What follows belongs to an exercise in optimizing a design on an open flow for small area; a production flow would make more cautious choices.
Where RTL was checked, it was by simulation tests only, not by an equivalence proof against the original.
Only the layout flow was run in runs 2 to 4; the RTL was not checked for function there.
Power and IR drop assume default switching activity.

### flow/config.mk
export PLATFORM = sky130hd
export DESIGN_NAME = pipeline_cpu
export DESIGN_NICKNAME = pipeline_cpu
export VERILOG_FILES = /design/flow/design.v
export SDC_FILE = /design/flow/constraint.sdc
export NUM_CORES = 4
export LEC_CHECK = 0
export CAP_MARGIN = 20
export CORE_MARGIN = 2
export CORE_UTILIZATION = 40
export SLEW_MARGIN = 20
### flow/constraint.sdc
create_clock -name core_clock -period 6.5 [get_ports {clock}]
set_input_delay 1.3000 -clock core_clock [delete_from_list [all_inputs] [get_ports {clock}]]
set_output_delay 1.3000 -clock core_clock [all_outputs]
set_load 0.01 [all_outputs]
### flow/design.v
`default_nettype none
package cpu_pkg;
    localparam logic [4:0] OP_RTYPE = 5'd0;
    localparam logic [4:0] OP_J     = 5'd1;
    localparam logic [4:0] OP_BNE   = 5'd2;
    localparam logic [4:0] OP_JAL   = 5'd3;
    localparam logic [4:0] OP_JR    = 5'd4;
    localparam logic [4:0] OP_ADDI  = 5'd5;
    localparam logic [4:0] OP_BLT   = 5'd6;
    localparam logic [4:0] OP_SW    = 5'd7;
    localparam logic [4:0] OP_LW    = 5'd8;
    localparam logic [4:0] ALU_ADD = 5'd0;
    localparam logic [4:0] ALU_SUB = 5'd1;
    localparam logic [4:0] ALU_AND = 5'd2;
    localparam logic [4:0] ALU_OR  = 5'd3;
    localparam logic [4:0] ALU_SLL = 5'd4;
    localparam logic [4:0] ALU_SRA = 5'd5;
endpackage
`default_nettype wire
`default_nettype none
module pipeline_cpu (
    input  logic        clock,
    input  logic        arst_n,
    output logic [31:0] address_imem,
    input  logic [31:0] q_imem,
    output logic [31:0] address_dmem,
    output logic [31:0] data_dmem,
    output logic        wren,
    input  logic [31:0] q_dmem,
    output logic        ctrl_write_enable,
    output logic [4:0]  ctrl_write_reg,
    output logic [4:0]  ctrl_read_reg_a,
    output logic [4:0]  ctrl_read_reg_b,
    output logic [31:0] data_write_reg,
    input  logic [31:0] data_read_reg_a,
    input  logic [31:0] data_read_reg_b
);
    localparam int SEG_W = 8;
    localparam int NSEG  = 32 / SEG_W;
    localparam logic [1:0] S_EX = 2'd0;
    localparam logic [1:0] S_SH = 2'd1;
    localparam logic [1:0] S_PC = 2'd2;
    localparam logic [1:0] S_BR = 2'd3;
    logic [1:0]  st;
    logic [4:0]  cnt;
    logic [31:0] pc;
    logic [31:0] res;
    logic        taken;
    logic [NSEG-1:1] cy_q;
    logic [4:0] op, rd, rs, rt, shamt, func;
    assign op    = q_imem[31:27];
    assign rd    = q_imem[26:22];
    assign rs    = q_imem[21:17];
    assign rt    = q_imem[16:12];
    assign shamt = q_imem[11:7];
    assign func  = q_imem[6:2];
    logic rtype, i_j, i_bne, i_jal, i_jr, i_addi, i_blt, i_sw, i_lw;
    assign rtype  = (op == cpu_pkg::OP_RTYPE);
    assign i_j    = (op == cpu_pkg::OP_J);
    assign i_bne  = (op == cpu_pkg::OP_BNE);
    assign i_jal  = (op == cpu_pkg::OP_JAL);
    assign i_jr   = (op == cpu_pkg::OP_JR);
    assign i_addi = (op == cpu_pkg::OP_ADDI);
    assign i_blt  = (op == cpu_pkg::OP_BLT);
    assign i_sw   = (op == cpu_pkg::OP_SW);
    assign i_lw   = (op == cpu_pkg::OP_LW);
    logic f_add, f_sub, f_and, f_or, f_shift, f_zero;
    assign f_add   = rtype && (func == cpu_pkg::ALU_ADD);
    assign f_sub   = rtype && (func == cpu_pkg::ALU_SUB);
    assign f_and   = rtype && (func == cpu_pkg::ALU_AND);
    assign f_or    = rtype && (func == cpu_pkg::ALU_OR);
    assign f_shift = rtype && (func == cpu_pkg::ALU_SLL || func == cpu_pkg::ALU_SRA);
    assign f_zero  = rtype && (func > cpu_pkg::ALU_SRA);
    logic is_branch, uses_adder, writes_reg;
    assign is_branch  = i_bne | i_blt;
    assign uses_adder = rtype | i_addi | i_lw | i_sw | is_branch | i_jal;
    assign writes_reg = rtype | i_addi | i_lw | i_jal;
    assign ctrl_read_reg_a = rs;
    assign ctrl_read_reg_b = rtype ? rt : rd;
    logic [31:0] pa, pb;
    assign pa = data_read_reg_a;
    assign pb = data_read_reg_b;
    logic last;
    assign last = (cnt[1:0] == 2'(NSEG - 1));
    assign address_imem      = pc;
    assign address_dmem      = res;
    assign data_dmem         = pb;
    assign data_write_reg    = res;
    assign ctrl_write_reg    = i_jal ? 5'd31 : rd;
    assign ctrl_write_enable = (st == S_PC) && (cnt[1:0] == {1'b0, i_lw}) && writes_reg &&
                               (i_jal || rd != 5'd0);
    assign wren              = (st == S_PC) && (cnt[1:0] == 2'd0) && i_sw;
    logic a_pa, a_pc, b_pb, b_and, b_or, b_inv, b_imm, b_tgt, cin;
    always_comb begin
        a_pa  = 1'b0;
        a_pc  = 1'b0;
        b_pb  = 1'b0;
        b_and = 1'b0;
        b_or  = 1'b0;
        b_inv = 1'b0;
        b_imm = 1'b0;
        b_tgt = 1'b0;
        cin   = 1'b0;
        if (st == S_EX) begin
            if (i_jal) begin
                a_pc = 1'b1;
                cin  = 1'b1;
            end else if (!f_and && !f_zero) begin
                a_pa = 1'b1;
            end
            if (f_add || f_sub || is_branch) b_pb = 1'b1;
            if (f_sub || is_branch) begin
                b_inv = 1'b1;
                cin   = 1'b1;
            end
            if (f_and) b_and = 1'b1;
            if (f_or)  b_or  = 1'b1;
            if (i_addi || i_lw || i_sw) b_imm = 1'b1;
        end else begin
            if (i_jr) begin
                b_pb = 1'b1;
            end else if (i_j || i_jal) begin
                b_tgt = 1'b1;
            end else begin
                a_pc = 1'b1;
                cin  = 1'b1;
                if (is_branch && taken) b_imm = 1'b1;
            end
        end
    end
    logic [31:0] imm_s, tgt, opa, opb, pb_keep;
    assign imm_s   = {{15{q_imem[16]}}, q_imem[16:0]};
    assign tgt     = {5'd0, q_imem[26:0]};
    assign pb_keep = {32{b_pb}} | ({32{b_and}} & pa) | ({32{b_or}} & ~pa);
    assign opa     = ({32{a_pa}} & pa) | ({32{a_pc}} & pc);
    assign opb     = (pb_keep & (pb ^ {32{b_inv}})) | ({32{b_imm}} & imm_s) | ({32{b_tgt}} & tgt);
    logic [32:0] c;
    logic [31:0] sum;
    genvar i;
    generate
        for (i = 0; i < 32; i = i + 1) begin : g_add
            logic ci;
            if (i == 0) begin : g_c0
                assign ci = cin;
            end else if (i % SEG_W == 0) begin : g_cs
                assign ci = cy_q[i / SEG_W];
            end else begin : g_cr
                assign ci = c[i];
            end
            assign sum[i]  = opa[i] ^ opb[i] ^ ci;
            assign c[i+1]  = (opa[i] & opb[i]) | (ci & (opa[i] ^ opb[i]));
        end
    endgenerate
    assign c[0] = cin;
    logic new_insn;
    assign new_insn = (st == S_PC) && last;
    always_ff @(posedge clock or negedge arst_n) begin
        if (!arst_n) begin
            cy_q <= '0;
        end else begin
            for (int k = 1; k < NSEG; k++) cy_q[k] <= c[k * SEG_W] && !new_insn;
        end
    end
    logic eq, lt_rs_rd, br_taken;
    assign eq       = (res == 32'd0);
    assign lt_rs_rd = (pa[31] != pb[31]) ? pa[31] : res[31];
    assign br_taken = i_bne ? !eq : (!lt_rs_rd && !eq);
    logic [4:0]  sh_next;
    logic        sh4;
    logic [31:0] shv;
    assign sh4     = (cnt[4:2] != 3'd0);
    assign sh_next = sh4 ? {cnt[4:2] - 3'd1, cnt[1:0]} : {3'd0, cnt[1:0] - 2'd1};
    always_comb begin
        if (!func[0]) shv = sh4 ? {res[27:0], 4'd0} : {res[30:0], 1'b0};
        else          shv = sh4 ? {{4{res[31]}}, res[31:4]} : {res[31], res[31:1]};
    end
    always_ff @(posedge clock or negedge arst_n) begin
        if (!arst_n) begin
            st  <= S_EX;
            cnt <= 5'd0;
            pc  <= 32'd0;
        end else begin
            case (st)
                S_EX: begin
                    if (f_shift && shamt != 5'd0) begin
                        st  <= S_SH;
                        cnt <= shamt;
                    end else if (f_shift || !uses_adder || last) begin
                        st  <= is_branch ? S_BR : S_PC;
                        cnt <= 5'd0;
                    end else begin
                        cnt[1:0] <= cnt[1:0] + 2'd1;
                    end
                end
                S_SH: begin
                    if (sh_next == 5'd0) begin
                        st  <= S_PC;
                        cnt <= 5'd0;
                    end else begin
                        cnt <= sh_next;
                    end
                end
                S_BR: begin
                    st <= S_PC;
                end
                default: begin
                    if (last) begin
                        st  <= S_EX;
                        cnt <= 5'd0;
                        pc  <= sum;
                    end else begin
                        cnt[1:0] <= cnt[1:0] + 2'd1;
                    end
                end
            endcase
        end
    end
    always_ff @(posedge clock) begin
        if (st == S_SH)                                   res <= shv;
        else if (st == S_PC && i_lw && cnt[1:0] == 2'd0) res <= q_dmem;
        else                                              res <= sum;
        if (st == S_BR) taken <= br_taken;
    end
endmodule
`default_nettype wire
### flow/flow/run.sh
#!/bin/bash
# The standard layout, with every port buffered by the smallest buffer and
# a clock tree of small buffers without dummy loads.
set -euo pipefail
bash standard.sh \
  "BUFFER_PORTS_ARGS=-buffer_cell sky130_fd_sc_hd__buf_1" \
  "CTS_ARGS=-sink_clustering_enable -repair_clock_nets -dont_use_dummy_load -buf_list {sky130_fd_sc_hd__clkbuf_4 sky130_fd_sc_hd__clkbuf_8}" \
  finish > standard.log 2>&1
### flow/standard.sh
#!/bin/bash
# synth_recipe.tcl (not shown) runs the flow's synth.tcl, then flattens the netlist and writes it again
# the make line also repeats each setting of config.mk as NAME=value (left out here)
make -C /OpenROAD-flow-scripts/flow DESIGN_CONFIG=/design/flow/config.mk WORK_HOME=/design/flow/orfs CLKGATE_MAP_FILE= SYNTH_SCRIPT=/design/flow/synth_recipe.tcl "${@:-finish}"
==> impl_results.html, run 1 <==
<table>
<tr><th>Metric</th><th>Value</th></tr>
<tr><th colspan="2">Logic synthesis</th></tr>
<tr><td>Post-synth EDFFs</td><td>2</td></tr>
<tr><td>Sequential cell area fraction in the yosys report</td><td>25.32%</td></tr>
<tr><td>Synthesized area divided by synthesized cell count</td><td>8.711 um2</td></tr>
<tr><td>Area share of fa/ha/maj cells after synthesis</td><td>9.808%</td></tr>
<tr><td>Post-synthesis instance total</td><td>785</td></tr>
<tr><td>Area share of and/or/nand/nor cells after synthesis</td><td>14.35%</td></tr>
<tr><td>Synth top area cells</td><td>dfrtp_1 15%, dfxtp_1 9.1%, fa_1 9.1%</td></tr>
<tr><td>Cell area after technology mapping</td><td>6838 um2</td></tr>
<tr><td>Post-synthesis async set-or-reset flop share</td><td>56.00%</td></tr>
<tr><td>Total nets after synthesis</td><td>950</td></tr>
<tr><td>Synth area leader</td><td>dfrtp_1</td></tr>
<tr><td>Synth Warn #</td><td>1</td></tr>
<tr><td>Portion of netlist area occupied by mux cells</td><td>12.61%</td></tr>
<tr><td>Complex-gate fraction of the synthesized area</td><td>20.44%</td></tr>
<tr><td>Xor and xnor area share after synthesis</td><td>4.721%</td></tr>
<tr><td>Ranking of synthesized cells by instance count</td><td>85 x nand2_1, 74 x nor2_1, 73 x o21ai_0, 71 x buf_4, 42 x dfrtp_1</td></tr>
<tr><td>Distinct cell type count of the synthesized netlist</td><td>59</td></tr>
<tr><td>Area share of the leading cell type in the synthesized netlist</td><td>15.37%</td></tr>
<tr><td>Synthesis-stage register bit count</td><td>75</td></tr>
<tr><td>Predominant post-synthesis flop cell</td><td>dfrtp_1</td></tr>
<tr><td>Largest family of logic cells by synthesized area</td><td>compound AO/OA/AOI/OAI gates</td></tr>
<tr><td>Most used standard cell by instance count after synthesis</td><td>nand2_1</td></tr>
<tr><th colspan="2">Clocking</th></tr>
<tr><td>Worst-Skew Late Latency</td><td>0.38 ns</td></tr>
<tr><td>Post-cts repair resize count</td><td>0</td></tr>
<tr><td>Clock Sink Count</td><td>75</td></tr>
<tr><td>Clock transition at the registers of the reported paths</td><td>0.07 ns</td></tr>
<tr><td>CTS max path bufs</td><td>2</td></tr>
<tr><td>Number of levels the H-tree was split into</td><td>3</td></tr>
<tr><td>Clock Tree Root</td><td>clkbuf_8</td></tr>
<tr><td>Number of buffers inserted during clock tree synthesis</td><td>9</td></tr>
<tr><td>Number of buffers inserted for hold repair after clock tree synthesis</td><td>0</td></tr>
<tr><td>Clock tree from TritonCTS</td><td>done</td></tr>
<tr><td>Post-CTS Repair Setup Buffers</td><td>0</td></tr>
<tr><th colspan="2">Routing</th></tr>
<tr><td>Post-detailed-routing wire length</td><td>25.06 mm</td></tr>
<tr><td>Final antenna-violating net count</td><td>0</td></tr>
<tr><td>Per-cell routed wire length</td><td>21.08 um</td></tr>
<tr><td>Pre-antenna DRT Iters</td><td>8</td></tr>
<tr><td>Total number of vias</td><td>6,772</td></tr>
<tr><td>Initial drt markers</td><td>574</td></tr>
<tr><td>Number of vias per cell</td><td>5.696</td></tr>
<tr><td>Residual DRC count</td><td>0</td></tr>
<tr><th colspan="2">Placement</th></tr>
<tr><td>Post-Place Worst Slack</td><td>0.1910 ns</td></tr>
<tr><td>Buffers on Ports</td><td>274</td></tr>
<tr><td>Global placement routability congestion</td><td>0.8748</td></tr>
<tr><td>Post-placement cell count</td><td>1,180</td></tr>
<tr><td>HPWL Detailed</td><td>19.30 mm</td></tr>
<tr><th colspan="2">Power and ir drop</th></tr>
<tr><td>Flop pwr share</td><td>31.3%</td></tr>
<tr><td>Int Power</td><td>1.622 mW</td></tr>
<tr><td>Worst-case vdd ir drop</td><td>0.1623 mV</td></tr>
<tr><td>Pwr/cell area</td><td>408.2 nW/um2</td></tr>
<tr><td>Net switching share of the total power</td><td>48.81%</td></tr>
<tr><td>Net load switching power</td><td>1.547 mW</td></tr>
<tr><td>Leakage Power</td><td>2.985 nW</td></tr>
<tr><td>Combinational group share of total power</td><td>59.0%</td></tr>
<tr><td>Fraction of power consumed by the clock network</td><td>9.7%</td></tr>
<tr><th colspan="2">Floorplan</th></tr>
<tr><td>Core outline area</td><td>16,640 um2</td></tr>
<tr><td>Die Area</td><td>18,160 um2</td></tr>
<tr><td>Initial standard-cell utilization of the core</td><td>41.09%</td></tr>
<tr><td>Height of the die</td><td>134.7 um</td></tr>
<tr><td>Die X-Extent</td><td>134.7 um</td></tr>
<tr><td>I/O Pins</td><td>275</td></tr>
<tr><td>Number of standard-cell rows in the floorplan</td><td>47</td></tr>
<tr><th colspan="2">STA</th></tr>
<tr><td>Worst clock skew</td><td>0.02376 ns</td></tr>
<tr><td>Final Hold Fails</td><td>0</td></tr>
<tr><td>Final count of negative-setup-slack endpoints</td><td>0</td></tr>
<tr><td>Rel. slew slack</td><td>31.11%</td></tr>
<tr><td>Total negative slack for setup checks</td><td>0 ns</td></tr>
<tr><td>Tmin final</td><td>5.925 ns</td></tr>
<tr><td>Tcrit/Tclk final</td><td>91.16%</td></tr>
<tr><td>Worst Setup Slack, final</td><td>0.5746 ns</td></tr>
<tr><td>Pin slew with the least headroom to its limit</td><td>1.033 ns</td></tr>
<tr><td>Final Slew Violations</td><td>0</td></tr>
<tr><td>Max Fclk</td><td>0.1688 GHz</td></tr>
<tr><td>Setup repair after global routing missed its margin</td><td>no</td></tr>
<tr><th colspan="2">GRT</th></tr>
<tr><td>Antenna violations before repair</td><td>1</td></tr>
<tr><td>Largest net degree at the start of global routing</td><td>71</td></tr>
<tr><td>Global-route wire length before repair</td><td>37.26 mm</td></tr>
<tr><td>Vias in the first global route</td><td>6,193</td></tr>
<tr><td>Global route total overflow</td><td>0</td></tr>
<tr><td>Global routing usage summed across all routing layers</td><td>27.33%</td></tr>
<tr><th colspan="2">Worst setup path</th></tr>
<tr><td>Capturing element type of the critical path</td><td>flop</td></tr>
<tr><td>FF-to-FF Start</td><td>st[1]</td></tr>
<tr><td>Worst endpoint data arrival time</td><td>6.18 ns</td></tr>
<tr><td>Required time at the endpoint of the critical path</td><td>6.76 ns</td></tr>
<tr><td>Largest fanout on the critical path</td><td>9</td></tr>
<tr><td>Cell count of the worst reg-to-reg path</td><td>19</td></tr>
<tr><td>Reg2Reg Setup Slack</td><td>1.08 ns</td></tr>
<tr><td>Kind of start point of the critical path</td><td>input port</td></tr>
<tr><td>Critical path type</td><td>in2reg</td></tr>
<tr><td>R2r endpoint</td><td>pc[7]</td></tr>
<tr><th colspan="2">Finish</th></tr>
<tr><td>Nets</td><td>1,136</td></tr>
<tr><td>Fillers</td><td>1,713</td></tr>
<tr><td>Fraction of layout cells with a size suffix above 1</td><td>10.73%</td></tr>
<tr><td>Antenna diode count</td><td>0</td></tr>
<tr><td>Layout overhead on the synthesized area</td><td>13.54%</td></tr>
<tr><td>Finished Layout Cells</td><td>1,189</td></tr>
<tr><th colspan="2">Min path</th></tr>
<tr><td>End point of the worst hold path</td><td>pc[25]</td></tr>
<tr><td>Hold path cells</td><td>2</td></tr>
<tr><td>Min-delay worst type</td><td>reg2reg</td></tr>
<tr><td>Beginning of the worst hold path</td><td>pc[25]</td></tr>
<tr><th colspan="2">Run</th></tr>
<tr><td>Reported max-cap violation count</td><td>0</td></tr>
<tr><th colspan="2">Status</th></tr>
<tr><td>Result of the run</td><td>finished clean</td></tr>
</table>
cells by family (layout without fill, tap and decap cells):
logic type,count (synthesis),count (layout)
buffers and inverters,152,336
and+or+nand+nor,221,221
muxes,51,51
DFF,75,75
adders and majority gates,35,35
AOI/OAI and AO/OA,215,215
xor gates and xnor gates,36,36
layout make-up:
| cell class | instances | area, um2 | share of cell area (%) |
|---|---|---|---|
| clock buffer | 9 | 123.9 | 1.595 |
| inverter | 25 | 93.84 | 1.209 |
| multi-input combinational | 558 | 4283 | 55.17 |
| sequential | 75 | 1732 | 22.30 |
| tap | 220 | 275.3 | 3.546 |
| timing repair buffer | 302 | 1256 | 16.18 |
sequential cells by signal (all words and copies together), names as in the netlist:
signal	count
cy_q	3
taken	1
cnt	5
res	32
st	2
pc	32
power by group through the flow:
| stage | clock network, mW | registers [mW] | logic, mW |
|---|---|---|---|
| global placement | 0 | 0.998 | 1.83 |
| detailed placement | 0 | 0.999 | 1.83 |
| floorplan | 0 | 0.964 | 1.24 |
| CTS | 0.312 | 0.991 | 1.84 |
| finish | 0.306 | 0.993 | 1.87 |
| global route | 0.322 | 1.02 | 2.05 |
stage by stage:
step | power (mW) | util [%] | hold WS (ns) | cell area, um2
final | 3.169 | 46.65 | 0.5172 | 7764
after global routing | 3.392 | 46.65 | 0.5526 | 7764
after CTS | 3.146 | 46.59 | 0.5222 | 7754
after detailed placement | 2.832 | 45.85 | 0.5074 | 7630
after global placement | 2.825 | 45.85 | 0.4965 | 7630
after floorplan | 2.200 | - | 0.4951 | 6838
metal layers:
layer / global-route usage, % / vias to the layer above / part of all wire (%) / routed length, um
li1: - / 3107 / - / -
met1: 38.82 / 3279 / 44 / 11020
met2: 43.26 / 355 / 46 / 11530
met3: 4.730 / 29 / 8.2 / 2043
met4: 7.193 / 2 / 1.8 / 458
met5: 0 / - / 0.052 / 13
worst max-delay path, stage by stage:
cell and delay [ns]:
buf_1 0.08, nor3_1 0.33, a32o_1 0.23, nand3_1 0.28, buf_4 0.29, o21ai_0 0.08, a221o_1 0.19, fa_1 0.17
inv_1 0.06, fa_1 0.46, fa_1 0.46, fa_1 0.42, inv_1 0.09, fa_1 0.17, inv_1 0.06, fa_1 0.40
inv_1 0.09, fa_1 0.20, fa_1 0.50, mux2_2 0.30
worst max-delay path by stage:
stage	startpoint	to	slack, ns	depth (start not counted)
2_1_floorplan	q_imem[31]	pc[23]	0.41	18
3_3_place_gp	q_imem[4]	pc[7]	0.21	20
3_5_place_dp	q_imem[29]	pc[23]	0.19	19
4_1_cts	q_imem[29]	pc[23]	0.57	19
5_1_grt	q_imem[29]	pc[23]	0.25	19
6_report	q_imem[4]	pc[7]	0.57	20
layout by cell type (no fill, tap or decap), drive strengths merged, types with 2 or more instances in the layout:
cell type / synthesis / layout
buf: 91 / 300
fa: 31 / 31
mux4: 26 / 26
a22o: 14 / 14
clkbuf: 36 / 11
inv: 25 / 25
nor2b: 4 / 4
dfxtp: 31 / 31
a221o: 10 / 10
a31oi: 14 / 14
o21ai: 80 / 80
nand2b: 6 / 6
a221oi: 8 / 8
a211o: 4 / 4
nor2: 74 / 74
nor3: 13 / 13
mux2i: 4 / 4
o211ai: 4 / 4
a21oi: 37 / 37
dfrtp: 42 / 42
nand4: 3 / 3
xor2: 2 / 2
nor4: 10 / 10
edfxtp: 2 / 2
nand2: 85 / 85
or2: 7 / 7
a22oi: 18 / 18
a211oi: 15 / 15
xnor2: 34 / 34
o22ai: 2 / 2
nor3b: 2 / 2
mux2: 21 / 21
nand3: 5 / 5
and2: 4 / 4
and3: 4 / 4
ha: 4 / 4
==> run 2: changes to the inputs <==
--- a/flow/design.v
+++ b/flow/design.v
@@ -40,12 +40,12 @@
     localparam logic [1:0] S_EX = 2'd0;
     localparam logic [1:0] S_SH = 2'd1;
     localparam logic [1:0] S_PC = 2'd2;
-    localparam logic [1:0] S_BR = 2'd3;
+    localparam logic [1:0] S_X2 = 2'd3;
     logic [1:0]  st;
     logic [4:0]  cnt;
     logic [31:0] pc;
     logic [31:0] res;
-    logic        taken;
+    logic        taken;      
     logic [NSEG-1:1] cy_q;
     logic [4:0] op, rd, rs, rt, shamt, func;
     assign op    = q_imem[31:27];
@@ -87,10 +87,10 @@
     assign data_dmem         = pb;
     assign data_write_reg    = res;
     assign ctrl_write_reg    = i_jal ? 5'd31 : rd;
-    assign ctrl_write_enable = (st == S_PC) && (cnt[1:0] == {1'b0, i_lw}) && writes_reg &&
+    assign ctrl_write_enable = (st == S_PC) && (cnt[1:0] == 2'd0) && writes_reg &&
                                (i_jal || rd != 5'd0);
     assign wren              = (st == S_PC) && (cnt[1:0] == 2'd0) && i_sw;
-    logic a_pa, a_pc, b_pb, b_and, b_or, b_inv, b_imm, b_tgt, cin;
+    logic a_pa, a_pc, b_pb, b_and, b_or, b_inv, b_imm, b_tgt, b_ld, cin;
     always_comb begin
         a_pa  = 1'b0;
         a_pc  = 1'b0;
@@ -100,6 +100,7 @@
         b_inv = 1'b0;
         b_imm = 1'b0;
         b_tgt = 1'b0;
+        b_ld  = 1'b0;
         cin   = 1'b0;
         if (st == S_EX) begin
             if (i_jal) begin
@@ -116,6 +117,8 @@
             if (f_and) b_and = 1'b1;
             if (f_or)  b_or  = 1'b1;
             if (i_addi || i_lw || i_sw) b_imm = 1'b1;
+        end else if (st == S_X2 && i_lw) begin
+            b_ld = 1'b1;
         end else begin
             if (i_jr) begin
                 b_pb = 1'b1;
@@ -133,7 +136,8 @@
     assign tgt     = {5'd0, q_imem[26:0]};
     assign pb_keep = {32{b_pb}} | ({32{b_and}} & pa) | ({32{b_or}} & ~pa);
     assign opa     = ({32{a_pa}} & pa) | ({32{a_pc}} & pc);
-    assign opb     = (pb_keep & (pb ^ {32{b_inv}})) | ({32{b_imm}} & imm_s) | ({32{b_tgt}} & tgt);
+    assign opb     = (pb_keep & (pb ^ {32{b_inv}})) | ({32{b_imm}} & imm_s) | ({32{b_tgt}} & tgt) |
+                     ({32{b_ld}} & q_dmem);
     logic [32:0] c;
     logic [31:0] sum;
     genvar i;
@@ -152,19 +156,21 @@
         end
     endgenerate
     assign c[0] = cin;
-    logic new_insn;
+    logic new_insn, cy_clr;
     assign new_insn = (st == S_PC) && last;
+    assign cy_clr   = new_insn || (st == S_EX && last);
     always_ff @(posedge clock or negedge arst_n) begin
         if (!arst_n) begin
             cy_q <= '0;
         end else begin
-            for (int k = 1; k < NSEG; k++) cy_q[k] <= c[k * SEG_W] && !new_insn;
+            for (int k = 1; k < NSEG; k++) cy_q[k] <= c[k * SEG_W] && !cy_clr;
         end
     end
     logic eq, lt_rs_rd, br_taken;
     assign eq       = (res == 32'd0);
     assign lt_rs_rd = (pa[31] != pb[31]) ? pa[31] : res[31];
     assign br_taken = i_bne ? !eq : (!lt_rs_rd && !eq);
+    assign taken    = cnt[2];
     logic [4:0]  sh_next;
     logic        sh4;
     logic [31:0] shv;
@@ -186,7 +192,7 @@
                         st  <= S_SH;
                         cnt <= shamt;
                     end else if (f_shift || !uses_adder || last) begin
-                        st  <= is_branch ? S_BR : S_PC;
+                        st  <= (is_branch || i_lw) ? S_X2 : S_PC;
                         cnt <= 5'd0;
                     end else begin
                         cnt[1:0] <= cnt[1:0] + 2'd1;
@@ -200,8 +206,9 @@
                         cnt <= sh_next;
                     end
                 end
-                S_BR: begin
-                    st <= S_PC;
+                S_X2: begin
+                    st     <= S_PC;
+                    cnt[2] <= br_taken;
                 end
                 default: begin
                     if (last) begin
@@ -216,10 +223,8 @@
         end
     end
     always_ff @(posedge clock) begin
-        if (st == S_SH)                                   res <= shv;
-        else if (st == S_PC && i_lw && cnt[1:0] == 2'd0) res <= q_dmem;
-        else                                              res <= sum;
-        if (st == S_BR) taken <= br_taken;
+        if (st == S_SH) res <= shv;
+        else            res <= sum;
     end
 endmodule
 `default_nettype wire
==> impl_results.html, run 2 <==
<table>
<tr><th>Metric</th><th>Value</th></tr>
<tr><th colspan="2">Placement</th></tr>
<tr><td>Buffers on Ports</td><td>274 (unchanged)</td></tr>
<tr><td>Global placement routability congestion</td><td>0.9020 (+3.1%)</td></tr>
<tr><td>Dpl cell area</td><td>7676 um2 (+0.61%)</td></tr>
<tr><td>Post-Place Worst Slack</td><td>-0.08286 ns (-0.2738 ns)</td></tr>
<tr><td>HPWL Detailed</td><td>19.18 mm (-0.59%)</td></tr>
<tr><th colspan="2">Min path</th></tr>
<tr><td>Hold path cells</td><td>2 (unchanged)</td></tr>
<tr><td>Min-delay worst type</td><td>reg2reg</td></tr>
<tr><td>Beginning of the worst hold path</td><td>pc[24]</td></tr>
<tr><td>End point of the worst hold path</td><td>pc[24]</td></tr>
<tr><th colspan="2">Floorplan</th></tr>
<tr><td>Die Area</td><td>17,740 um2 (-2.3%)</td></tr>
<tr><td>Initial standard-cell utilization of the core</td><td>40.55% (-0.53 points)</td></tr>
<tr><td>Height of the die</td><td>133.2 um (-1.1%)</td></tr>
<tr><td>Core outline area</td><td>16,470 um2 (-1.1%)</td></tr>
<tr><td>Die X-Extent</td><td>133.2 um (-1.1%)</td></tr>
<tr><td>Number of standard-cell rows in the floorplan</td><td>47 (unchanged)</td></tr>
<tr><td>I/O Pins</td><td>275 (unchanged)</td></tr>
<tr><th colspan="2">STA</th></tr>
<tr><td>Tmin final</td><td>6.283 ns (+0.3578 ns)</td></tr>
<tr><td>Setup repair after global routing missed its margin</td><td>no</td></tr>
<tr><td>Worst Setup Slack, final</td><td>0.2168 ns (-0.3578 ns)</td></tr>
<tr><td>Final Slew Violations</td><td>0 (unchanged)</td></tr>
<tr><td>Worst clock skew</td><td>0.01613 ns (-0.007624 ns)</td></tr>
<tr><td>Final Hold Fails</td><td>0 (unchanged)</td></tr>
<tr><td>Pin slew with the least headroom to its limit</td><td>1.002 ns (-0.03186 ns)</td></tr>
<tr><td>Max Fclk</td><td>0.1592 GHz (-5.7%)</td></tr>
<tr><td>Tcrit/Tclk final</td><td>96.66% (+5.5 points)</td></tr>
<tr><td>Final count of negative-setup-slack endpoints</td><td>0 (unchanged)</td></tr>
<tr><td>Rel. slew slack</td><td>33.23% (+2.1 points)</td></tr>
<tr><th colspan="2">Routing</th></tr>
<tr><td>Initial drt markers</td><td>420 (-27%)</td></tr>
<tr><td>Residual DRC count</td><td>0 (unchanged)</td></tr>
<tr><td>Number of vias per cell</td><td>5.558 (-2.4%)</td></tr>
<tr><td>Total number of vias</td><td>6,497 (-4.1%)</td></tr>
<tr><td>Per-cell routed wire length</td><td>20.24 um (-4.0%)</td></tr>
<tr><td>Pre-antenna DRT Iters</td><td>5 (-3)</td></tr>
<tr><td>Post-detailed-routing wire length</td><td>23.66 mm (-5.6%)</td></tr>
<tr><td>Final antenna-violating net count</td><td>0 (unchanged)</td></tr>
<tr><th colspan="2">Logic synthesis</th></tr>
<tr><td>Synth area leader</td><td>dfrtp_1</td></tr>
<tr><td>Post-synthesis instance total</td><td>739 (-5.9%)</td></tr>
<tr><td>Cell area after technology mapping</td><td>6678 um2 (-2.3%)</td></tr>
<tr><td>Synthesized area divided by synthesized cell count</td><td>9.036 um2 (+3.7%)</td></tr>
<tr><td>Post-synth EDFFs</td><td>1 (-1)</td></tr>
<tr><td>Area share of the leading cell type in the synthesized netlist</td><td>15.74% (+0.37 points)</td></tr>
<tr><td>Total nets after synthesis</td><td>902 (-5.1%)</td></tr>
<tr><td>Post-synthesis async set-or-reset flop share</td><td>56.76% (+0.76 points)</td></tr>
<tr><td>Distinct cell type count of the synthesized netlist</td><td>59 (unchanged)</td></tr>
<tr><td>Predominant post-synthesis flop cell</td><td>dfrtp_1</td></tr>
<tr><td>Synth top area cells</td><td>dfrtp_1 16%, dfxtp_1 9.3%, fa_1 9.3%</td></tr>
<tr><td>Most used standard cell by instance count after synthesis</td><td>nand2_1</td></tr>
<tr><td>Synthesis-stage register bit count</td><td>74 (-1.3%)</td></tr>
<tr><td>Ranking of synthesized cells by instance count</td><td>87 x nand2_1, 69 x buf_4, 60 x a21oi_1, 43 x clkbuf_1, 42 x dfrtp_1</td></tr>
<tr><td>Synth Warn #</td><td>1 (unchanged)</td></tr>
<tr><td>Sequential cell area fraction in the yosys report</td><td>25.48% (+0.16 points)</td></tr>
<tr><th colspan="2">Worst setup path</th></tr>
<tr><td>Maximum single-stage delay on the critical path</td><td>0.50 ns (about the same)</td></tr>
<tr><td>Kind of cell with the highest combined delay on the critical path</td><td>adder cells</td></tr>
<tr><td>Largest fanout on the critical path</td><td>7 (-2)</td></tr>
<tr><td>Critical-path top delay cell</td><td>fa_1</td></tr>
<tr><td>List of cells traversed by the critical path</td><td>buf_1 &gt; buf_4 &gt; nor4_1 &gt; a41oi_1 &gt; nor2_4 &gt; buf_12 &gt; xnor2_1 &gt; o211a_1 &gt; fa_1 &gt; fa_1 &gt; fa_1 &gt; inv_1 &gt; fa_1 &gt; fa_1 &gt; fa_1 &gt; fa_1 &gt; and2_1 &gt; a32o_1 &gt; a311oi_1 &gt; o31ai_1</td></tr>
<tr><td>Cell count of the worst reg-to-reg path</td><td>17 (-2)</td></tr>
<tr><td>FF-to-FF Start</td><td>st[0]</td></tr>
<tr><td>Reg2Reg Setup Slack</td><td>1.01 ns (-0.07 ns)</td></tr>
<tr><td>Critical path type</td><td>in2reg</td></tr>
<tr><td>Required time at the endpoint of the critical path</td><td>6.60 ns (-0.16 ns)</td></tr>
<tr><td>Kind of start point of the critical path</td><td>input port</td></tr>
<tr><td>Capturing element type of the critical path</td><td>flop</td></tr>
<tr><td>Worst path buffer plus inverter count</td><td>4 (-2)</td></tr>
<tr><td>Worst endpoint data arrival time</td><td>6.38 ns (+0.20 ns)</td></tr>
<tr><td>Cell mode on critical path</td><td>fa_1</td></tr>
<tr><td>R2r endpoint</td><td>res[31]</td></tr>
<tr><th colspan="2">GRT</th></tr>
<tr><td>Global routing usage summed across all routing layers</td><td>26.20% (-1.1 points)</td></tr>
<tr><td>Global route total overflow</td><td>0 (unchanged)</td></tr>
<tr><td>Vias in the first global route</td><td>6,058 (-2.2%)</td></tr>
<tr><td>Global-route wire length before repair</td><td>35.38 mm (-5.0%)</td></tr>
<tr><td>Largest net degree at the start of global routing</td><td>52 (-27%)</td></tr>
<tr><td>Antenna violations before repair</td><td>1 (unchanged)</td></tr>
<tr><th colspan="2">Clocking</th></tr>
<tr><td>Clock Tree Root</td><td>clkbuf_8</td></tr>
<tr><td>Number of buffers inserted during clock tree synthesis</td><td>9 (unchanged)</td></tr>
<tr><td>Clock tree from TritonCTS</td><td>done</td></tr>
<tr><td>CTS max path bufs</td><td>2 (unchanged)</td></tr>
<tr><td>Post-cts repair resize count</td><td>0 (unchanged)</td></tr>
<tr><td>Clock Sink Count</td><td>74 (-1.3%)</td></tr>
<tr><td>Clock transition at the registers of the reported paths</td><td>0.06 ns (about the same)</td></tr>
<tr><td>Number of buffers inserted for hold repair after clock tree synthesis</td><td>0 (unchanged)</td></tr>
<tr><td>Worst-Skew Late Latency</td><td>0.36 ns (-0.02 ns)</td></tr>
<tr><td>Post-CTS Repair Setup Buffers</td><td>0 (unchanged)</td></tr>
<tr><td>Number of levels the H-tree was split into</td><td>3 (unchanged)</td></tr>
<tr><th colspan="2">Finish</th></tr>
<tr><td>Nets</td><td>1,114 (-1.9%)</td></tr>
<tr><td>Top library cells by usage in the layout, fill and taps aside</td><td>272 x buf_1, 86 x nand2_1, 60 x a21oi_1</td></tr>
<tr><td>Leading cell type in the layout, fill and taps excluded</td><td>buf_1</td></tr>
<tr><td>Layout overhead on the synthesized area</td><td>16.81%</td></tr>
<tr><td>Fraction of layout cells with a size suffix above 1</td><td>12.33% (+1.6 points)</td></tr>
<tr><td>Largest registers ranked by flip-flop count</td><td>pc: 32 flops, res: 32 flops, cnt: 5 flops</td></tr>
<tr><td>Final instance area</td><td>7800 um2 (+0.47%)</td></tr>
<tr><td>Reg area</td><td>1702 um2 (-1.7%)</td></tr>
<tr><td>Antenna diode count</td><td>0 (unchanged)</td></tr>
<tr><td>Footprint of the multi-input gates</td><td>4214 um2 (-1.6%)</td></tr>
<tr><td>Fillers</td><td>1,688 (-1.5%)</td></tr>
<tr><th colspan="2">Power and ir drop</th></tr>
<tr><td>Worst-case vdd ir drop</td><td>0.1683 mV (+3.7%)</td></tr>
<tr><td>Pwr/cell area</td><td>397.9 nW/um2 (-2.5%)</td></tr>
<tr><td>Power after layout</td><td>3.104 mW (-2.1%)</td></tr>
<tr><td>Leakage Power</td><td>2.899 nW (-2.9%)</td></tr>
<tr><th colspan="2">Run</th></tr>
<tr><td>Reported max-cap violation count</td><td>0 (unchanged)</td></tr>
<tr><th colspan="2">Status</th></tr>
<tr><td>Result of the run</td><td>finished clean</td></tr>
</table>
-- run 2: cell count changes after synthesis, sizes merged, moves of 13 or more --
cell / change
a22oi: +19
a21oi: +23
xor2: +30
o21ai: -48
a211oi: -13
nor2: -32
-- run 2: layout make-up --
cell class / instances / share of cell area [%]
Sequential cell: 74 / 21.82
Inverter: 15 / 0.7218
Timing Repair Buffer: 325 / 18.32
Tap cell: 220 / 3.529
Multi-Input combinational cell: 526 / 54.03
Clock buffer: 9 / 1.588
-- run 2: cell families after synthesis --
logic type / Yosys count / share of synthesized area, %
multiplexers: 45 / 11.95
flip-flops: 74 / 25.48
AO/OA/AOI/OAI: 198 / 19.79
XOR/XNOR: 65 / 8.525
adder cells (fa/ha/maj): 34 / 9.818
AND/OR/NAND/NOR: 184 / 12.63
buffers and inverters: 139 / 11.80
-- run 2: how the worst max path moves through the flow --
stage          slack (ns)        from  cells after the start       to
2_1_floorplan       -0.05  q_imem[31]                     18   pc[15]
3_3_place_gp         0.02  q_imem[27]                     18   pc[15]
3_5_place_dp        -0.08  q_imem[28]                     20  res[31]
4_1_cts              0.28  q_imem[28]                     20  res[31]
5_1_grt              0.03  q_imem[28]                     20  res[31]
6_report             0.22  q_imem[28]                     20  res[31]
-- run 2: power by group --
group | switching (mW) | internal (mW) | leakage (nW)
clock network | 0.158 | 0.124 | 0.0647
registers | 0.301 | 0.683 | 0.800
logic | 1.04 | 0.804 | 2.03
-- run 2: per-layer routing --
metal	global-route usage (%)	up-vias	share of wire, %
met5	0	-	0.046
met4	8.156	2	2.2
met3	5.403	29	7.8
met2	43.26	333	48
met1	34.77	3140	42
li1	-	2993	-
-- run 2: worst register-to-register path, cell delays in order (launching register included) --
cell and delay [ns]:
dfrtp_1 0.37, or2_1 0.39, o311a_1 0.46, buf_4 0.21, a21oi_1 0.13, o211a_1 0.19, fa_1 0.20, fa_1 0.21
fa_1 0.23, inv_1 0.07, fa_1 0.49, fa_1 0.48, fa_1 0.46, fa_1 0.50, and2_1 0.17, a32o_1 0.21
a311oi_1 0.37, o31ai_1 0.10
-- run 2: per-stage QoR --
stage,std cells,utilization (%),hold WS (ns),setup TNS (ns)
global placement,1160,46.62,0.5008,0
floorplan,739,-,0.5034,-0.05252
global route,1169,47.37,0.5618,0
detailed placement,1160,46.62,0.5069,-0.1165
CTS,1169,47.37,0.5241,0
finish,1169,47.37,0.5240,0
==> run 3: changes to the inputs <==
--- a/flow/flow/run.sh
+++ b/flow/flow/run.sh
@@ -5,4 +5,5 @@
 bash standard.sh \
   "BUFFER_PORTS_ARGS=-buffer_cell sky130_fd_sc_hd__buf_1" \
   "CTS_ARGS=-sink_clustering_enable -repair_clock_nets -dont_use_dummy_load -buf_list {sky130_fd_sc_hd__clkbuf_4 sky130_fd_sc_hd__clkbuf_8}" \
+  GPL_KEEP_OVERFLOW=0 \
   finish > standard.log 2>&1
==> impl_results.html, run 3 <==
<table>
<tr><th>Metric</th><th>Value</th></tr>
<tr><th colspan="2">Status</th></tr>
<tr><td>Result of the run</td><td>finished clean</td></tr>
<tr><th colspan="2">Routing</th></tr>
<tr><td>Met3 wire length</td><td>1.876 mm (+1.8%)</td></tr>
<tr><td>Met2 WL</td><td>11.63 mm (+2.4%)</td></tr>
<tr><td>Residual DRC count</td><td>0 (unchanged)</td></tr>
<tr><td>Pre-antenna DRT Iters</td><td>5 (unchanged)</td></tr>
<tr><td>Number of vias per cell</td><td>5.627 (+1.2%)</td></tr>
<tr><td>Per-cell routed wire length</td><td>21.17 um (+4.6%)</td></tr>
<tr><td>Uppermost signal routing layer after detailed routing</td><td>met5</td></tr>
<tr><td>Total number of vias</td><td>6,403 (-1.4%)</td></tr>
<tr><td>Initial drt markers</td><td>522 (+24%)</td></tr>
<tr><td>Post-detailed-routing wire length</td><td>24.09 mm (+1.8%)</td></tr>
<tr><td>Detailed-routing wirelength on met1</td><td>9.964 mm (+0.36%)</td></tr>
<tr><td>Final antenna-violating net count</td><td>0 (unchanged)</td></tr>
<tr><th colspan="2">Placement</th></tr>
<tr><td>Buffers on Ports</td><td>274 (unchanged)</td></tr>
<tr><td>HPWL Detailed</td><td>18.72 mm (-2.4%)</td></tr>
<tr><td>Dpl cell area</td><td>7525 um2 (-2.0%)</td></tr>
<tr><td>Post-placement cell count</td><td>1,123 (-3.2%)</td></tr>
<tr><td>Global placement routability congestion</td><td>0.8607 (-4.6%)</td></tr>
<tr><th colspan="2">Logic synthesis</th></tr>
<tr><td>Area share of the leading cell type in the synthesized netlist</td><td>15.74% (unchanged)</td></tr>
<tr><td>Synth area leader</td><td>dfrtp_1</td></tr>
<tr><td>Distinct cell type count of the synthesized netlist</td><td>59 (unchanged)</td></tr>
<tr><td>Synthesized area divided by synthesized cell count</td><td>9.036 um2 (unchanged)</td></tr>
<tr><td>Ranking of synthesized cells by instance count</td><td>87 x nand2_1, 69 x buf_4, 60 x a21oi_1, 43 x clkbuf_1, 42 x dfrtp_1</td></tr>
<tr><td>Post-synthesis async set-or-reset flop share</td><td>56.76% (unchanged)</td></tr>
<tr><td>Synthesis-stage register bit count</td><td>74 (unchanged)</td></tr>
<tr><td>Sequential cell area fraction in the yosys report</td><td>25.48% (unchanged)</td></tr>
<tr><td>Synth top area cells</td><td>dfrtp_1 16%, dfxtp_1 9.3%, fa_1 9.3%</td></tr>
<tr><td>Total nets after synthesis</td><td>902 (unchanged)</td></tr>
<tr><td>Predominant post-synthesis flop cell</td><td>dfrtp_1</td></tr>
<tr><td>Most used standard cell by instance count after synthesis</td><td>nand2_1</td></tr>
<tr><td>Post-synth EDFFs</td><td>1 (unchanged)</td></tr>
<tr><td>Post-synthesis instance total</td><td>739 (unchanged)</td></tr>
<tr><td>Cell area after technology mapping</td><td>6678 um2 (unchanged)</td></tr>
<tr><td>Synth Warn #</td><td>1 (unchanged)</td></tr>
<tr><th colspan="2">GRT</th></tr>
<tr><td>Global route total overflow</td><td>0 (unchanged)</td></tr>
<tr><td>Vias in the first global route</td><td>6,051 (-0.12%)</td></tr>
<tr><td>Global-route wire length before repair</td><td>35.67 mm (+0.80%)</td></tr>
<tr><td>Largest net degree at the start of global routing</td><td>34 (-35%)</td></tr>
<tr><td>Antenna violations before repair</td><td>1 (unchanged)</td></tr>
<tr><td>Global routing usage summed across all routing layers</td><td>26.55% (+0.35 points)</td></tr>
<tr><th colspan="2">Worst setup path</th></tr>
<tr><td>Reg2Reg Setup Slack</td><td>0.69 ns (-0.32 ns)</td></tr>
<tr><td>Critical-path top delay cell</td><td>fa_1</td></tr>
<tr><td>Worst endpoint data arrival time</td><td>6.50 ns (+0.12 ns)</td></tr>
<tr><td>Maximum single-stage delay on the critical path</td><td>0.48 ns (-0.02 ns)</td></tr>
<tr><td>Kind of cell with the highest combined delay on the critical path</td><td>adder cells</td></tr>
<tr><td>R2r endpoint</td><td>pc[15]</td></tr>
<tr><td>Cell count of the worst reg-to-reg path</td><td>16 (-1)</td></tr>
<tr><td>Critical path type</td><td>in2reg</td></tr>
<tr><td>Worst path buffer plus inverter count</td><td>3 (-1)</td></tr>
<tr><td>List of cells traversed by the critical path</td><td>buf_2 &gt; nor2b_1 &gt; a41oi_1 &gt; nor2_4 &gt; buf_16 &gt; xnor2_1 &gt; o211a_1 &gt; fa_2 &gt; fa_1 &gt; fa_1 &gt; inv_1 &gt; fa_1 &gt; fa_1 &gt; fa_1 &gt; fa_1 &gt; and2_1 &gt; a32o_1 &gt; o2111a_1 &gt; o31ai_1</td></tr>
<tr><td>Kind of start point of the critical path</td><td>input port</td></tr>
<tr><td>Required time at the endpoint of the critical path</td><td>6.70 ns (+0.10 ns)</td></tr>
<tr><td>Largest fanout on the critical path</td><td>14 (+7)</td></tr>
<tr><td>FF-to-FF Start</td><td>st[0]</td></tr>
<tr><td>Cell mode on critical path</td><td>fa_1</td></tr>
<tr><td>Capturing element type of the critical path</td><td>flop</td></tr>
<tr><th colspan="2">STA</th></tr>
<tr><td>Pin slew with the least headroom to its limit</td><td>0.8302 ns (-0.1713 ns)</td></tr>
<tr><td>Final Hold Fails</td><td>0 (unchanged)</td></tr>
<tr><td>Final Slew Violations</td><td>0 (unchanged)</td></tr>
<tr><td>Tmin final</td><td>6.304 ns (+0.02102 ns)</td></tr>
<tr><td>Max Fclk</td><td>0.1586 GHz (-0.33%)</td></tr>
<tr><td>Final count of negative-setup-slack endpoints</td><td>0 (unchanged)</td></tr>
<tr><td>Tcrit/Tclk final</td><td>96.99% (+0.32 points)</td></tr>
<tr><td>Rel. slew slack</td><td>44.40% (+11 points)</td></tr>
<tr><td>Worst clock skew</td><td>0.01740 ns (+0.001270 ns)</td></tr>
<tr><th colspan="2">Finish</th></tr>
<tr><td>Fraction of layout cells with a size suffix above 1</td><td>11.44% (-0.89 points)</td></tr>
<tr><td>Top library cells by usage in the layout, fill and taps aside</td><td>269 x buf_1, 84 x nand2_1, 60 x a21oi_1</td></tr>
<tr><td>Largest registers ranked by flip-flop count</td><td>pc: 32 flops, res: 32 flops, cnt: 5 flops</td></tr>
<tr><td>Finished Layout Cells</td><td>1,138 (-2.7%)</td></tr>
<tr><td>Final core area utilization</td><td>47.25% (-0.12 points)</td></tr>
<tr><td>Leading cell type in the layout, fill and taps excluded</td><td>buf_1</td></tr>
<tr><td>Antenna diode count</td><td>0 (unchanged)</td></tr>
<tr><td>Final instance area</td><td>7780 um2 (-0.26%)</td></tr>
<tr><td>Nets</td><td>1,083 (-2.8%)</td></tr>
<tr><td>Layout overhead on the synthesized area</td><td>16.51%</td></tr>
<tr><th colspan="2">Clocking</th></tr>
<tr><td>Clock Tree Root</td><td>clkbuf_8</td></tr>
<tr><td>Number of buffers inserted for hold repair after clock tree synthesis</td><td>0 (unchanged)</td></tr>
<tr><td>Worst-Skew Late Latency</td><td>0.37 ns (about the same)</td></tr>
<tr><td>Number of levels the H-tree was split into</td><td>3 (unchanged)</td></tr>
<tr><td>Clock Sink Count</td><td>74 (unchanged)</td></tr>
<tr><td>CTS max path bufs</td><td>2 (unchanged)</td></tr>
<tr><td>Number of buffers inserted during clock tree synthesis</td><td>9 (unchanged)</td></tr>
<tr><td>Clock transition at the registers of the reported paths</td><td>0.07 ns (about the same)</td></tr>
<tr><td>Clock tree from TritonCTS</td><td>done</td></tr>
<tr><th colspan="2">Floorplan</th></tr>
<tr><td>Die Area</td><td>17,740 um2 (unchanged)</td></tr>
<tr><td>Height of the die</td><td>133.2 um (unchanged)</td></tr>
<tr><td>I/O Pins</td><td>275 (unchanged)</td></tr>
<tr><td>Initial standard-cell utilization of the core</td><td>40.55% (unchanged)</td></tr>
<tr><td>Die X-Extent</td><td>133.2 um (unchanged)</td></tr>
<tr><td>Number of standard-cell rows in the floorplan</td><td>47 (unchanged)</td></tr>
<tr><td>Core outline area</td><td>16,470 um2 (unchanged)</td></tr>
<tr><th colspan="2">Power and ir drop</th></tr>
<tr><td>Leakage Power</td><td>2.829 nW (-2.4%)</td></tr>
<tr><td>Worst-case vdd ir drop</td><td>0.1261 mV (-25%)</td></tr>
<tr><td>Pwr/cell area</td><td>403.0 nW/um2 (+1.3%)</td></tr>
<tr><td>Power after layout</td><td>3.135 mW (+1.0%)</td></tr>
<tr><th colspan="2">Min path</th></tr>
<tr><td>End point of the worst hold path</td><td>pc[26]</td></tr>
<tr><td>Hold path cells</td><td>2 (unchanged)</td></tr>
<tr><td>Min-delay worst type</td><td>reg2reg</td></tr>
<tr><td>Beginning of the worst hold path</td><td>pc[26]</td></tr>
<tr><th colspan="2">Run</th></tr>
<tr><td>Reported max-cap violation count</td><td>0 (unchanged)</td></tr>
</table>
-- run 3: cell types whose count changed in the layout (fill, tap and decap cells not counted), moves of 2 or more --
cell and change:
buf_1 -3, nand2_2 +2, buf_2 +2, clkbuf_2 +2, nand2_1 -2, buf_4 -40, buf_16 +5
-- run 3: area by class of cell --
class	instances	area, um2
Clock buffer	9	123.9
Multi-Input combinational cell	527	4309
Fill cell	1695	8686
Timing Repair Buffer	293	1314
Inverter	15	56.30
Sequential cell	74	1702
Tap cell	220	275.3
-- run 3: worst register-to-register path: stages (launching register included) --
cell	delay, ns
dfrtp_1	0.55
or2_1	0.47
o21ai_0	0.20
o311a_4	0.53
a21oi_1	0.07
nor2_1	0.11
a221oi_1	0.07
fa_1	0.44
fa_1	0.46
fa_1	0.46
fa_1	0.48
fa_1	0.46
fa_1	0.42
inv_1	0.09
fa_1	0.20
fa_1	0.41
mux2_2	0.27
-- run 3: cells by family after synthesis --
| logic type | after synthesis | share of synthesized area [%] |
|---|---|---|
| AOI/OAI and AO/OA | 198 | 19.79 |
| xor gates and xnor gates | 65 | 8.525 |
| adders and majority gates | 34 | 9.818 |
| buffers and inverters | 139 | 11.80 |
| DFF | 74 | 25.48 |
| muxes | 45 | 11.95 |
| and+or+nand+nor | 184 | 12.63 |
-- run 3: metrics by stage --
step / TNS, ns / setup slack, ns / hold slack (ns)
floorplan: -0.05252 / -0.05252 / 0.5034
CTS: 0 / 0.02340 / 0.5308
global route: -0.05273 / -0.04742 / 0.5559
finish: 0 / 0.1958 / 0.5308
detailed placement: -13.04 / -0.9632 / 0.5078
global placement: -188.32 / -4.257 / 0.4961
-- run 3: where the power goes --
part | internal, mW | switching [mW]
logic | 0.814 | 1.02
clock network | 0.124 | 0.166
registers | 0.682 | 0.331
total | 1.62 | 1.52
-- run 3: how the worst max path moves through the flow --
stage          startpoint  endpoint  slack, ns  cells past startpoint
2_1_floorplan  q_imem[31]    pc[15]      -0.05                     18
3_3_place_gp    q_imem[2]    pc[15]      -4.26                     17
3_5_place_dp   q_imem[28]   res[31]      -0.96                     19
4_1_cts         q_imem[6]    pc[15]       0.02                     17
5_1_grt        q_imem[29]    pc[15]      -0.05                     17
6_report        q_imem[2]   res[31]       0.20                     19
-- run 3: metal layers --
metal	global-route usage, %	vias to the layer above
met2	43.52	338
met3	5.974	36
li1	-	2933
met1	35.50	3094
met4	7.565	2
met5	0	-
-- run 3: timing repair --
action / CTS / global route
pin swaps: 3 / 1
gates cloned: 0 / 1
setup buffers: 5 / 0
endpoints found under the setup margin: 16 / 9
resized for setup: 4 / 16
==> run 4: changes to the inputs <==
--- a/flow/flow/run.sh
+++ b/flow/flow/run.sh
@@ -5,5 +5,4 @@
 bash standard.sh \
   "BUFFER_PORTS_ARGS=-buffer_cell sky130_fd_sc_hd__buf_1" \
   "CTS_ARGS=-sink_clustering_enable -repair_clock_nets -dont_use_dummy_load -buf_list {sky130_fd_sc_hd__clkbuf_4 sky130_fd_sc_hd__clkbuf_8}" \
-  GPL_KEEP_OVERFLOW=0 \
   finish > standard.log 2>&1
--- a/flow/config.mk
+++ b/flow/config.mk
@@ -8,4 +8,5 @@
 export CAP_MARGIN = 20
 export CORE_MARGIN = 2
 export CORE_UTILIZATION = 40
+export PLACE_DENSITY = 0.8
 export SLEW_MARGIN = 20
==> impl_results.html, run 4 <==
<table>
<tr><th>Metric</th><th>Value</th></tr>
<tr><th colspan="2">Clocking</th></tr>
<tr><td>Post-cts repair resize count</td><td>0 (-4)</td></tr>
<tr><td>Clock transition at the registers of the reported paths</td><td>0.07 ns (about the same)</td></tr>
<tr><td>Post-CTS Repair Setup Buffers</td><td>0 (-5)</td></tr>
<tr><td>Clock tree from TritonCTS</td><td>done</td></tr>
<tr><td>Clock Tree Root</td><td>clkbuf_8</td></tr>
<tr><td>Worst-Skew Late Latency</td><td>0.36 ns (about the same)</td></tr>
<tr><td>Number of buffers inserted for hold repair after clock tree synthesis</td><td>0 (unchanged)</td></tr>
<tr><td>Clock Sink Count</td><td>74 (unchanged)</td></tr>
<tr><td>Number of buffers inserted during clock tree synthesis</td><td>9 (unchanged)</td></tr>
<tr><td>CTS max path bufs</td><td>2 (unchanged)</td></tr>
<tr><td>Number of levels the H-tree was split into</td><td>3 (unchanged)</td></tr>
<tr><th colspan="2">STA</th></tr>
<tr><td>Final Hold Fails</td><td>0 (unchanged)</td></tr>
<tr><td>Total negative slack for setup checks</td><td>0 ns (unchanged)</td></tr>
<tr><td>Rel. slew slack</td><td>32.10% (-12 points)</td></tr>
<tr><td>Final count of negative-setup-slack endpoints</td><td>0 (unchanged)</td></tr>
<tr><td>Final Slew Violations</td><td>0 (unchanged)</td></tr>
<tr><td>Worst clock skew</td><td>0.02138 ns (+0.003977 ns)</td></tr>
<tr><td>Max Fclk</td><td>0.1603 GHz (+1.0%)</td></tr>
<tr><td>Tcrit/Tclk final</td><td>95.99% (-1.0 points)</td></tr>
<tr><td>Pin slew with the least headroom to its limit</td><td>1.018 ns (+0.1882 ns)</td></tr>
<tr><td>Setup repair after global routing missed its margin</td><td>no</td></tr>
<tr><td>Worst Setup Slack, final</td><td>0.2609 ns (+0.06507 ns)</td></tr>
<tr><td>Tmin final</td><td>6.239 ns (-0.06507 ns)</td></tr>
<tr><th colspan="2">Placement</th></tr>
<tr><td>Buffers on Ports</td><td>274 (unchanged)</td></tr>
<tr><td>HPWL Detailed</td><td>19.71 mm (+5.3%)</td></tr>
<tr><td>Dpl cell area</td><td>7576 um2 (+0.68%)</td></tr>
<tr><td>Global placement routability congestion</td><td>0.9694 (+13%)</td></tr>
<tr><td>Post-Place Worst Slack</td><td>-0.06862 ns (+0.8946 ns)</td></tr>
<tr><th colspan="2">GRT</th></tr>
<tr><td>Vias in the first global route</td><td>6,370 (+5.3%)</td></tr>
<tr><td>Global-route wire length before repair</td><td>37.49 mm (+5.1%)</td></tr>
<tr><td>Global routing usage summed across all routing layers</td><td>27.83% (+1.3 points)</td></tr>
<tr><td>Antenna violations before repair</td><td>0 (-1)</td></tr>
<tr><td>Largest net degree at the start of global routing</td><td>69 (+100%)</td></tr>
<tr><td>Global route total overflow</td><td>0 (unchanged)</td></tr>
<tr><th colspan="2">Power and ir drop</th></tr>
<tr><td>Fraction of power consumed by the clock network</td><td>9.4% (+0.2 points)</td></tr>
<tr><td>Pwr/cell area</td><td>402.0 nW/um2 (-0.25%)</td></tr>
<tr><td>Net switching share of the total power</td><td>48.70% (+0.36 points)</td></tr>
<tr><td>Leakage Power</td><td>2.822 nW (-0.23%)</td></tr>
<tr><td>Net load switching power</td><td>1.508 mW (-0.52%)</td></tr>
<tr><td>Combinational group share of total power</td><td>58.2% (-0.2 points)</td></tr>
<tr><td>Flop pwr share</td><td>32.4% (about the same)</td></tr>
<tr><td>Int Power</td><td>1.588 mW (-1.9%)</td></tr>
<tr><td>Worst-case vdd ir drop</td><td>0.1534 mV (+22%)</td></tr>
<tr><th colspan="2">Floorplan</th></tr>
<tr><td>Core outline area</td><td>16,470 um2 (unchanged)</td></tr>
<tr><td>Initial standard-cell utilization of the core</td><td>40.55% (unchanged)</td></tr>
<tr><td>Die Area</td><td>17,740 um2 (unchanged)</td></tr>
<tr><td>Number of standard-cell rows in the floorplan</td><td>47 (unchanged)</td></tr>
<tr><td>I/O Pins</td><td>275 (unchanged)</td></tr>
<tr><td>Die X-Extent</td><td>133.2 um (unchanged)</td></tr>
<tr><td>Height of the die</td><td>133.2 um (unchanged)</td></tr>
<tr><th colspan="2">Logic synthesis</th></tr>
<tr><td>Post-synthesis instance total</td><td>739 (unchanged)</td></tr>
<tr><td>Sequential cell area fraction in the yosys report</td><td>25.48% (unchanged)</td></tr>
<tr><td>Synthesized area divided by synthesized cell count</td><td>9.036 um2 (unchanged)</td></tr>
<tr><td>Area share of the leading cell type in the synthesized netlist</td><td>15.74% (unchanged)</td></tr>
<tr><td>Synth Warn #</td><td>1 (unchanged)</td></tr>
<tr><td>Total nets after synthesis</td><td>902 (unchanged)</td></tr>
<tr><td>Post-synthesis async set-or-reset flop share</td><td>56.76% (unchanged)</td></tr>
<tr><td>Synth area leader</td><td>dfrtp_1</td></tr>
<tr><td>Predominant post-synthesis flop cell</td><td>dfrtp_1</td></tr>
<tr><td>Ranking of synthesized cells by instance count</td><td>87 x nand2_1, 69 x buf_4, 60 x a21oi_1, 43 x clkbuf_1, 42 x dfrtp_1</td></tr>
<tr><td>Distinct cell type count of the synthesized netlist</td><td>59 (unchanged)</td></tr>
<tr><td>Post-synth EDFFs</td><td>1 (unchanged)</td></tr>
<tr><td>Cell area after technology mapping</td><td>6678 um2 (unchanged)</td></tr>
<tr><td>Synth top area cells</td><td>dfrtp_1 16%, dfxtp_1 9.3%, fa_1 9.3%</td></tr>
<tr><td>Synthesis-stage register bit count</td><td>74 (unchanged)</td></tr>
<tr><td>Most used standard cell by instance count after synthesis</td><td>nand2_1</td></tr>
<tr><th colspan="2">Routing</th></tr>
<tr><td>Final antenna-violating net count</td><td>0 (unchanged)</td></tr>
<tr><td>Initial drt markers</td><td>665 (+27%)</td></tr>
<tr><td>Per-cell routed wire length</td><td>21.74 um (+2.7%)</td></tr>
<tr><td>Pre-antenna DRT Iters</td><td>5 (unchanged)</td></tr>
<tr><td>Residual DRC count</td><td>0 (unchanged)</td></tr>
<tr><td>Post-detailed-routing wire length</td><td>25.03 mm (+3.9%)</td></tr>
<tr><td>Number of vias per cell</td><td>5.813 (+3.3%)</td></tr>
<tr><td>Total number of vias</td><td>6,691 (+4.5%)</td></tr>
<tr><th colspan="2">Finish</th></tr>
<tr><td>Layout overhead on the synthesized area</td><td>15.35%</td></tr>
<tr><td>Fillers</td><td>1,624 (-4.2%)</td></tr>
<tr><td>Largest registers ranked by flip-flop count</td><td>pc: 32 flops, res: 32 flops, cnt: 5 flops</td></tr>
<tr><td>Nets</td><td>1,096 (+1.2%)</td></tr>
<tr><td>Top library cells by usage in the layout, fill and taps aside</td><td>272 x buf_1, 87 x nand2_1, 60 x a21oi_1</td></tr>
<tr><td>Leading cell type in the layout, fill and taps excluded</td><td>buf_1</td></tr>
<tr><td>Antenna diode count</td><td>0 (unchanged)</td></tr>
<tr><td>Final instance area</td><td>7702 um2 (-1.0%)</td></tr>
<tr><td>Fraction of layout cells with a size suffix above 1</td><td>10.53% (-0.91 points)</td></tr>
<tr><th colspan="2">Worst setup path</th></tr>
<tr><td>Critical path type</td><td>in2reg</td></tr>
<tr><td>Worst setup startpoint</td><td>q_imem[27]</td></tr>
<tr><td>Required time at the endpoint of the critical path</td><td>6.73 ns (+0.03 ns)</td></tr>
<tr><td>FF-to-FF Start</td><td>st[0]</td></tr>
<tr><td>Reg2Reg Setup Slack</td><td>0.68 ns (about the same)</td></tr>
<tr><td>Worst endpoint data arrival time</td><td>6.47 ns (-0.03 ns)</td></tr>
<tr><td>R2r endpoint</td><td>pc[23]</td></tr>
<tr><td>Critical path capture point</td><td>pc[15]</td></tr>
<tr><td>Capturing element type of the critical path</td><td>flop</td></tr>
<tr><td>Kind of start point of the critical path</td><td>input port</td></tr>
<tr><td>Largest fanout on the critical path</td><td>8 (-6)</td></tr>
<tr><td>Cell count of the worst reg-to-reg path</td><td>16 (unchanged)</td></tr>
<tr><th colspan="2">Run</th></tr>
<tr><td>Reported max-cap violation count</td><td>0 (unchanged)</td></tr>
<tr><th colspan="2">Min path</th></tr>
<tr><td>Min-delay worst type</td><td>reg2reg</td></tr>
<tr><th colspan="2">Status</th></tr>
<tr><td>Result of the run</td><td>finished clean</td></tr>
</table>
[run 4: cell counts after synthesis]
Identical to the previous run, type by type.
[run 4: worst min-delay path by stage]
stage                      start      to  slack (ns)  cells past startpoint
final                     pc[19]  pc[19]        0.52                      2
after global routing      pc[19]  pc[19]        0.54                      2
after CTS                 pc[19]  pc[19]        0.52                      2
after detailed placement  pc[19]  pc[19]        0.50                      2
after global placement    pc[11]  pc[11]        0.49                      2
after floorplan           cnt[0]  cnt[0]        0.50                      1
[run 4: cell families (layout without fill, tap and decap cells)]
group           after synthesis  in the layout  share of synthesized area (%)
simple gates                184            184                          12.63
xor+xnor                     65             65                          8.525
mux                          45             45                          11.95
flops                        74             74                          25.48
compound gates              198            198                          19.79
fa+ha+maj                    34             34                          9.818
buf+inv                     139            331                          11.80
[run 4: final cells by class]
| type | count | area, um2 | area share [%] |
|---|---|---|---|
| multi-input cells | 526 | 4212 | 54.68 |
| clock buffers | 9 | 123.9 | 1.608 |
| flip-flops and latches | 74 | 1702 | 22.09 |
| repair buffers | 307 | 1334 | 17.32 |
| well taps | 220 | 275.3 | 3.574 |
| inverters | 15 | 56.30 | 0.7310 |
[run 4: worst max-delay path, stage by stage]
cell and delay [ns]:
buf_1 0.10, buf_4 0.16, nor3_1 0.32, nand2_1 0.19, nor3_2 0.29, a21oi_1 0.12, nor2_1 0.14, a221oi_1 0.10
fa_1 0.45, fa_1 0.46, fa_1 0.46, fa_1 0.47, fa_1 0.47, fa_1 0.44, inv_1 0.09, fa_1 0.21
fa_1 0.42, mux2_2 0.27
[run 4: power by group through the flow]
stage	registers, mW	logic [mW]	clock network, mW
floorplan	0.968	1.20	0
global placement	0.996	1.74	0
detailed placement	1.01	1.78	0
CTS	0.998	1.79	0.289
global route	1.04	1.96	0.309
finish	1.00	1.80	0.290
[run 4: through the flow]
stage	instances	utilization, %	power (mW)	hold WS (ns)
after floorplan	739	-	2.167	0.5034
after global placement	1142	46.01	2.734	0.4911
after detailed placement	1142	46.01	2.785	0.5014
after CTS	1151	46.76	3.072	0.5157
after global routing	1151	46.78	3.307	0.5421
final	1151	46.78	3.096	0.5180
[run 4: layer usage]
| metal | track usage (%) | up-vias | part of all wire, % | wire length, um |
|---|---|---|---|---|
| met5 | 0 | - | 0 | 0 |
| met4 | 10.34 | 0 | 3.6 | 894 |
| met3 | 5.137 | 50 | 9.1 | 2276 |
| met2 | 45.77 | 448 | 48 | 11930 |
| met1 | 36.80 | 3235 | 40 | 9931 |
| li1 | - | 2958 | - | - |

==> afterwards: timing with drivers on the ports <==
No port has a modelled driver above. Below, the same layouts with a new extraction and two added sets of constraints.
Step 1, drivers: a clkbuf_16 drives clock and a buf_2 each remaining input, both assumed.
Step 2 adds t to the input delays and takes it off the output delays; t is the mean of the earliest and latest rising clock arrival at the registers after step 1. Input paths then give back, and output paths get back, about the clock's delay inside the block.
Three values: ideal ports, drivers, drivers and shift; two values: the first two.
| run | t (ns) | slack for setup (ns) | hold WS [ns] | latest minus earliest clock arrival (ns) | slew at the worst register clock pin (ns) |
|---|---|---|---|---|---|
| run 1 | 0.409 | 0.575 / 0.593 / 0.184 | 0.517 / 0.517 / 0.517 | 0.024 / 0.024 | 0.09 / 0.09 |
| run 2 | 0.393 | 0.217 / 0.233 / -0.160 | 0.524 / 0.524 / 0.524 | 0.016 / 0.016 | 0.08 / 0.08 |
| run 3 | 0.395 | 0.196 / 0.211 / -0.184 | 0.531 / 0.531 / 0.531 | 0.017 / 0.018 | 0.08 / 0.08 |
| run 4 | 0.391 | 0.261 / 0.279 / -0.112 | 0.518 / 0.518 / 0.518 | 0.022 / 0.022 | 0.09 / 0.09 |
Met with ideal ports but missed after step 2: setup timing in run 2, run 3 and run 4. The setup slack of run 1, which loses most, moves by +0.018 ns with the drivers and by -0.391 ns with both steps.
